Background: an optimization exercise with open tools, aiming at small area. Do not read the settings as production practice.
The RTL was checked by simulation tests, not by an equivalence proof against the original design.
Power figures rest on the tool's default switching activity, not on a simulated workload. The clock port is modelled as an ideal driver; clocking choices that lean on that would not hold on a real chip.

==> build 38 <==
## branch_target_buffer
module branch_target_buffer
#(
    parameter int IDX_BITS = BTB_IDX_BITS,
    parameter int PC_W     = BTB_PC_W
) (
    input  logic            Clk,
    input  logic            Rst,
    input  logic [PC_W-1:0] LookupPC,
    output logic            PredHit,
    output logic            PredTaken,
    output logic [PC_W-1:0] PredTarget,
    input  logic            UpdEn,
    input  logic [PC_W-1:0] UpdPC,
    input  logic            UpdTaken,
    input  logic [PC_W-1:0] UpdTarget,
    input  logic            UpdMispredict,
    output logic [31:0]     MispredictCount
);
==> module branch_target_buffer, before the edit <==
module branch_target_buffer
#(
    parameter int IDX_BITS = BTB_IDX_BITS,
    parameter int PC_W     = BTB_PC_W
) (
    input  logic            Clk,
    input  logic            Rst,
    input  logic [PC_W-1:0] LookupPC,
    output logic            PredHit,
    output logic            PredTaken,
    output logic [PC_W-1:0] PredTarget,
    input  logic            UpdEn,
    input  logic [PC_W-1:0] UpdPC,
    input  logic            UpdTaken,
    input  logic [PC_W-1:0] UpdTarget,
    input  logic            UpdMispredict,
    output logic [31:0]     MispredictCount
);
    localparam int ENTRIES = 1 << IDX_BITS;
    localparam int TAG_W   = PC_W - IDX_BITS - 2;
    logic [ENTRIES-1:0]             valid_q;
    logic [ENTRIES-1:0]             valid_d;
    logic [ENTRIES-1:0][TAG_W-1:0]  tag_q;
    logic [ENTRIES-1:0][TAG_W-1:0]  tag_d;
    logic [ENTRIES-1:0][PC_W-1:0]   target_q;
    logic [ENTRIES-1:0][PC_W-1:0]   target_d;
    logic [ENTRIES-1:0][1:0]        cnt_q;
    logic [ENTRIES-1:0][1:0]        cnt_d;
    logic [31:0]       mispredict_count_q;
    logic [31:0]       mispredict_count_d;
    logic [IDX_BITS-1:0] lk_idx;
    logic [TAG_W-1:0]    lk_tag;
    logic [IDX_BITS-1:0] upd_idx;
    logic [TAG_W-1:0]    upd_tag;
    logic                upd_hit;
    logic [1:0]                upd_cnt_next;
    logic                unused_pc_low;
    assign lk_idx  = LookupPC[IDX_BITS+1:2];
    assign lk_tag  = LookupPC[PC_W-1:IDX_BITS+2];
    assign upd_idx = UpdPC[IDX_BITS+1:2];
    assign upd_tag = UpdPC[PC_W-1:IDX_BITS+2];
    assign unused_pc_low = ^{LookupPC[1:0], UpdPC[1:0]};
    always_comb begin
        PredHit    = valid_q[lk_idx] && (tag_q[lk_idx] == lk_tag);
        PredTaken  = PredHit && cnt_q[lk_idx][1];
        PredTarget = PredHit ? target_q[lk_idx] : '0;
    end
    assign upd_hit = valid_q[upd_idx] && (tag_q[upd_idx] == upd_tag);
    sat_counter2 u_sat_counter2 (
        .cur   (cnt_q[upd_idx]),
        .taken (UpdTaken),
        .next  (upd_cnt_next)
    );
    always_comb begin
        valid_d  = valid_q;
        tag_d    = tag_q;
        target_d = target_q;
        cnt_d    = cnt_q;
        if (UpdEn) begin
            if (upd_hit) begin
                cnt_d[upd_idx] = upd_cnt_next;
                if (UpdTaken) begin
                    target_d[upd_idx] = UpdTarget;
                end
            end else if (UpdTaken) begin
                valid_d[upd_idx]  = 1'b1;
                tag_d[upd_idx]    = upd_tag;
                target_d[upd_idx] = UpdTarget;
                cnt_d[upd_idx]    = CNT_ALLOC;
            end
        end
    end
    always_comb begin
        mispredict_count_d = mispredict_count_q;
        if (UpdEn && UpdMispredict && (mispredict_count_q != 32'hFFFF_FFFF)) begin
            mispredict_count_d = mispredict_count_q + 32'd1;
        end
    end
    always_ff @(posedge Clk or posedge Rst) begin
        if (Rst) begin
            for (int i = 0; i < ENTRIES; i++) begin
                valid_q[i]  <= 1'b0;
                tag_q[i]    <= '0;
                target_q[i] <= '0;
                cnt_q[i]    <= CNT_RESET;
            end
            mispredict_count_q <= '0;
        end else begin
            valid_q            <= valid_d;
            tag_q              <= tag_d;
            target_q           <= target_d;
            cnt_q              <= cnt_d;
            mispredict_count_q <= mispredict_count_d;
        end
    end
    assign MispredictCount = mispredict_count_q;
endmodule
export LEC_CHECK = 0
export CAP_MARGIN = 20
export CORE_MARGIN = 2
export CORE_UTILIZATION = 40
export SLEW_MARGIN = 20
create_clock -name core_clock -period 7.5 [get_ports {Clk}]
run.sh (not shown) runs the stock make flow with config.mk's settings and CLKGATE_MAP_FILE= SYNTH_SCRIPT=/design/flow/synth_recipe.tcl, a recipe that flattens the netlist after the stock synthesis.
==> trial 80 (differences from build 38) <==
==> flow/design.v (replaced) <==
package branch_target_buffer_pkg;
    typedef logic [1:0] cnt_t;
    localparam logic [1:0] CNT_SNT   = 2'b00;
    localparam logic [1:0] CNT_WNT   = 2'b01;
    localparam logic [1:0] CNT_WT    = 2'b10;
    localparam logic [1:0] CNT_ST    = 2'b11;
    localparam logic [1:0] CNT_RESET = CNT_WNT;
    localparam logic [1:0] CNT_ALLOC = CNT_WT;
    localparam int BTB_IDX_BITS = 4;
    localparam int BTB_PC_W     = 32;
endpackage
import branch_target_buffer_pkg::*;
module sat_counter2
(
    input  logic [1:0] cur,
    input  logic taken,
    output logic [1:0] next
);
    always_comb begin
        next = cur;
        if (taken && (cur != CNT_ST)) begin
            next = cur + 2'd1;
        end else if (!taken && (cur != CNT_SNT)) begin
            next = cur - 2'd1;
        end
    end
endmodule
import branch_target_buffer_pkg::*;
module branch_target_buffer
#(
    parameter int IDX_BITS = BTB_IDX_BITS,
    parameter int PC_W     = BTB_PC_W
) (
    input  logic            Clk,
    input  logic            Rst,
    input  logic [PC_W-1:0] LookupPC,
    output logic            PredHit,
    output logic            PredTaken,
    output logic [PC_W-1:0] PredTarget,
    input  logic            UpdEn,
    input  logic [PC_W-1:0] UpdPC,
    input  logic            UpdTaken,
    input  logic [PC_W-1:0] UpdTarget,
    input  logic            UpdMispredict,
    output logic [31:0]     MispredictCount
);
    localparam int ENTRIES = 1 << IDX_BITS;
    localparam int TAG_W   = PC_W - IDX_BITS - 2;
    logic [ENTRIES-1:0]             valid_q;
    logic [ENTRIES-1:0][TAG_W-1:0]  tag_q;
    logic [ENTRIES-1:0][PC_W-1:0]   target_q;
    logic [ENTRIES-1:0][1:0]        cnt_q;
    logic [31:0]                    mispredict_count_q;
    logic [IDX_BITS-1:0] lk_idx;
    logic [TAG_W-1:0]    lk_tag;
    logic [IDX_BITS-1:0] upd_idx;
    logic [TAG_W-1:0]    upd_tag;
    logic                upd_hit;
    logic [1:0]          upd_cnt_next;
    logic [1:0]          cnt_new;
    assign lk_idx  = LookupPC[IDX_BITS+1:2];
    assign lk_tag  = LookupPC[PC_W-1:IDX_BITS+2];
    assign upd_idx = UpdPC[IDX_BITS+1:2];
    assign upd_tag = UpdPC[PC_W-1:IDX_BITS+2];
    always_comb begin
        PredHit    = valid_q[lk_idx] && (tag_q[lk_idx] == lk_tag);
        PredTaken  = PredHit && cnt_q[lk_idx][1];
        PredTarget = PredHit ? target_q[lk_idx] : '0;
    end
    assign upd_hit = valid_q[upd_idx] && (tag_q[upd_idx] == upd_tag);
    sat_counter2 u_sat_counter2 (
        .cur   (cnt_q[upd_idx]),
        .taken (UpdTaken),
        .next  (upd_cnt_next)
    );
    assign cnt_new = upd_hit ? upd_cnt_next : CNT_ALLOC;
    always_ff @(posedge Clk) begin
        for (int i = 0; i < ENTRIES; i++) begin
            if (UpdEn && UpdTaken && upd_idx == i) begin
                tag_q[i]    <= upd_tag;
                target_q[i] <= UpdTarget;
            end
            if (UpdEn && (UpdTaken || upd_hit) && upd_idx == i) begin
                cnt_q[i] <= cnt_new;
            end
        end
    end
    always_ff @(posedge Clk or posedge Rst) begin
        if (Rst) begin
            valid_q            <= '0;
            mispredict_count_q <= '0;
        end else begin
            for (int i = 0; i < ENTRIES; i++) begin
                if (UpdEn && UpdTaken && upd_idx == i) valid_q[i] <= 1'b1;
            end
            if (UpdEn && UpdMispredict && (mispredict_count_q != 32'hFFFF_FFFF))
                mispredict_count_q <= mispredict_count_q + 32'd1;
        end
    end
    assign MispredictCount = mispredict_count_q;
endmodule
==> trial 73 (differences from build 38) <==
==> flow/design.v (replaced) <==
package branch_target_buffer_pkg;
    typedef logic [1:0] cnt_t;
    localparam logic [1:0] CNT_SNT   = 2'b00;
    localparam logic [1:0] CNT_WNT   = 2'b01;
    localparam logic [1:0] CNT_WT    = 2'b10;
    localparam logic [1:0] CNT_ST    = 2'b11;
    localparam logic [1:0] CNT_RESET = CNT_WNT;
    localparam logic [1:0] CNT_ALLOC = CNT_WT;
    localparam int BTB_IDX_BITS = 4;
    localparam int BTB_PC_W     = 32;
endpackage
import branch_target_buffer_pkg::*;
module sat_counter2
(
    input  logic [1:0] cur,
    input  logic taken,
    output logic [1:0] next
);
    always_comb begin
        next = cur;
        if (taken && (cur != CNT_ST)) begin
            next = cur + 2'd1;
        end else if (!taken && (cur != CNT_SNT)) begin
            next = cur - 2'd1;
        end
    end
endmodule
import branch_target_buffer_pkg::*;
module btb_aoi222 (
    input  logic a1, a2, b1, b2, c1, c2,
    output logic y
);
    assign y = ~((a1 & a2) | (b1 & b2) | (c1 & c2));
endmodule
module btb_read16 #(
    parameter int W = 1
) (
    input  logic [15:0]        sel,
    input  logic [15:0][W-1:0] d,
    output logic [W-1:0]       q
);
    for (genvar b = 0; b < W; b++) begin : g_bit
        logic [5:0] p_n;
        for (genvar k = 0; k < 5; k++) begin : g_slice
            btb_aoi222 u_aoi (
                .a1(sel[3*k]),   .a2(d[3*k][b]),
                .b1(sel[3*k+1]), .b2(d[3*k+1][b]),
                .c1(sel[3*k+2]), .c2(d[3*k+2][b]),
                .y (p_n[k])
            );
        end
        assign p_n[5] = ~(sel[15] & d[15][b]);
        assign q[b] = ~&p_n;
    end
endmodule
module branch_target_buffer
#(
    parameter int IDX_BITS = BTB_IDX_BITS,
    parameter int PC_W     = BTB_PC_W
) (
    input  logic            Clk,
    input  logic            Rst,
    input  logic [PC_W-1:0] LookupPC,
    output logic            PredHit,
    output logic            PredTaken,
    output logic [PC_W-1:0] PredTarget,
    input  logic            UpdEn,
    input  logic [PC_W-1:0] UpdPC,
    input  logic            UpdTaken,
    input  logic [PC_W-1:0] UpdTarget,
    input  logic            UpdMispredict,
    output logic [31:0]     MispredictCount
);
    localparam int ENTRIES = 1 << IDX_BITS;
    localparam int TAG_W   = PC_W - IDX_BITS - 2;
    logic [ENTRIES-1:0]             valid_q;
    logic [ENTRIES-1:0][TAG_W-1:0]  tag_q;
    logic [ENTRIES-1:0][PC_W-1:0]   target_q;
    logic [ENTRIES-1:0][1:0]        cnt_q;
    logic [31:0]                    mispredict_count_q;
    logic [IDX_BITS-1:0] lk_idx;
    logic [TAG_W-1:0]    lk_tag;
    logic [IDX_BITS-1:0] upd_idx;
    logic [TAG_W-1:0]    upd_tag;
    logic                upd_hit;
    logic [1:0]          upd_cnt_next;
    logic [1:0]          cnt_new;
    assign lk_idx  = LookupPC[IDX_BITS+1:2];
    assign lk_tag  = LookupPC[PC_W-1:IDX_BITS+2];
    assign upd_idx = UpdPC[IDX_BITS+1:2];
    assign upd_tag = UpdPC[PC_W-1:IDX_BITS+2];
    logic [ENTRIES-1:0] lk_sel;
    logic [ENTRIES-1:0] upd_sel;
    always_comb begin
        for (int i = 0; i < ENTRIES; i++) begin
            lk_sel[i]  = (lk_idx == i);
            upd_sel[i] = (upd_idx == i);
        end
    end
    localparam int LK_W = 1 + TAG_W + PC_W + 1;
    logic [ENTRIES-1:0][LK_W-1:0] lk_d;
    logic [LK_W-1:0]              lk_q;
    localparam int UP_W = 1 + TAG_W + 2;
    logic [ENTRIES-1:0][UP_W-1:0] up_d;
    logic [UP_W-1:0]              up_q;
    always_comb begin
        for (int i = 0; i < ENTRIES; i++) begin
            lk_d[i] = {valid_q[i], tag_q[i], target_q[i], cnt_q[i][1]};
            up_d[i] = {valid_q[i], tag_q[i], cnt_q[i]};
        end
    end
    btb_read16 #(.W(LK_W)) u_lk_read (.sel(lk_sel),  .d(lk_d), .q(lk_q));
    btb_read16 #(.W(UP_W)) u_up_read (.sel(upd_sel), .d(up_d), .q(up_q));
    logic            lk_valid, upd_valid;
    logic [TAG_W-1:0] lk_tag_q, upd_tag_q;
    logic [PC_W-1:0] lk_target_q;
    logic            lk_taken_q;
    logic [1:0]      upd_cnt_q;
    assign {lk_valid, lk_tag_q, lk_target_q, lk_taken_q} = lk_q;
    assign {upd_valid, upd_tag_q, upd_cnt_q} = up_q;
    always_comb begin
        PredHit    = lk_valid && (lk_tag_q == lk_tag);
        PredTaken  = PredHit && lk_taken_q;
        PredTarget = {PC_W{PredHit}} & lk_target_q;
    end
    assign upd_hit = upd_valid && (upd_tag_q == upd_tag);
    sat_counter2 u_sat_counter2 (
        .cur   (upd_cnt_q),
        .taken (UpdTaken),
        .next  (upd_cnt_next)
    );
    assign cnt_new = upd_hit ? upd_cnt_next : CNT_ALLOC;
    always_ff @(posedge Clk) begin
        for (int i = 0; i < ENTRIES; i++) begin
            if (UpdEn && UpdTaken && upd_sel[i]) begin
                tag_q[i]    <= upd_tag;
                target_q[i] <= UpdTarget;
            end
            if (UpdEn && (UpdTaken || upd_hit) && upd_sel[i]) begin
                cnt_q[i] <= cnt_new;
            end
        end
    end
    always_ff @(posedge Clk or posedge Rst) begin
        if (Rst) begin
            valid_q            <= '0;
            mispredict_count_q <= '0;
        end else begin
            for (int i = 0; i < ENTRIES; i++) begin
                if (UpdEn && UpdTaken && upd_sel[i]) valid_q[i] <= 1'b1;
            end
            if (UpdEn && UpdMispredict && (mispredict_count_q != 32'hFFFF_FFFF))
                mispredict_count_q <= mispredict_count_q + 32'd1;
        end
    end
    assign MispredictCount = mispredict_count_q;
endmodule
==> flow/flow/run.sh (new file) <==
#!/bin/bash
# Standard ORFS layout with two changes: ports get the smallest buffer
# (buf_1) and clock tree synthesis adds no dummy loads and uses larger
# sink clusters. The make output goes to flow_make.log; each ORFS step
# keeps its own log under orfs/logs/.
set -euo pipefail
cd "$(dirname "$0")/.."
bash standard.sh \
  "BUFFER_PORTS_ARGS=-buffer_cell sky130_fd_sc_hd__buf_1" \
  "CTS_ARGS=-sink_clustering_enable -repair_clock_nets -dont_use_dummy_load -sink_clustering_size 30 -sink_clustering_max_diameter 100" \
  finish > flow_make.log 2>&1
==> flow/standard.sh (new file) <==
#!/bin/bash
# synth_recipe.tcl (not shown) runs the flow's synth.tcl, then flattens the netlist and writes it again
# the make line also repeats each setting of config.mk as NAME=value (left out here)
make -C /OpenROAD-flow-scripts/flow DESIGN_CONFIG=/design/flow/config.mk WORK_HOME=/design/flow/orfs CLKGATE_MAP_FILE= SYNTH_SCRIPT=/design/flow/synth_recipe.tcl "${@:-finish}"
--- a/flow/config.mk
+++ b/flow/config.mk
@@ -8,4 +8,7 @@
 export CAP_MARGIN = 20
 export CORE_MARGIN = 2
-export CORE_UTILIZATION = 40
+export CORE_UTILIZATION = 65
+export PLACE_DENSITY = 0.85
 export SLEW_MARGIN = 20
+export SYNTH_HIERARCHICAL = 1
+export SYNTH_MINIMUM_KEEP_SIZE = 0
removed: flow/run.sh
==> comparison <==
The highest hold slack belongs to trial 73, the lowest to build 38. Against trial 80, the clock skew of trial 73 is higher by 0.021 ns. The highest via count belongs to build 38, the lowest to trial 80. The highest combinational power belongs to build 38, the lowest to trial 73. Between build 38 and trial 73, the lower count of clock-buffer cells in the layout is in trial 73 (gap 108). The highest critical path depth belongs to trial 73, the lowest to trial 80. Against build 38, the sequential power of trial 80 is smaller by about 26%.

static timing again, ports no longer ideal:
In the flow no input, the clock included, has a driving cell. The finished layouts below were timed again as built, in two steps.
Step 1: set_driving_cell puts a clkbuf_16 on Clk and a buf_2 on each other input, an assumption about the parent block.
Step 2 adds t to the input delays and takes it off the output delays; t is the mean of the earliest and latest rising clock arrival at the registers after step 1. Input paths then give back, and output paths get back, about the clock's delay inside the block.
Slacks: ideal ports / drivers / drivers and shift; pairs: ideal ports / drivers.
| run | shift t [ns] | slack for setup (ns) | clock arrival spread, ns | cell pins on the clock port's net |
|---|---|---|---|---|
| build 38 | 0.851 | 0.488 / 0.436 / 0.318 | 0.098 / 0.098 | 1 |
| trial 80 | 0.740 | 0.508 / 0.453 / 0.453 | 0.031 / 0.031 | 1 |
| trial 73 | 0.668 | 0.095 / 0.064 / 0.064 | 0.048 / 0.048 | 1 |
After both steps setup and hold are still met in every run listed. The setup slack of build 38, which loses most, moves by -0.052 ns with the drivers and by -0.170 ns with both steps.
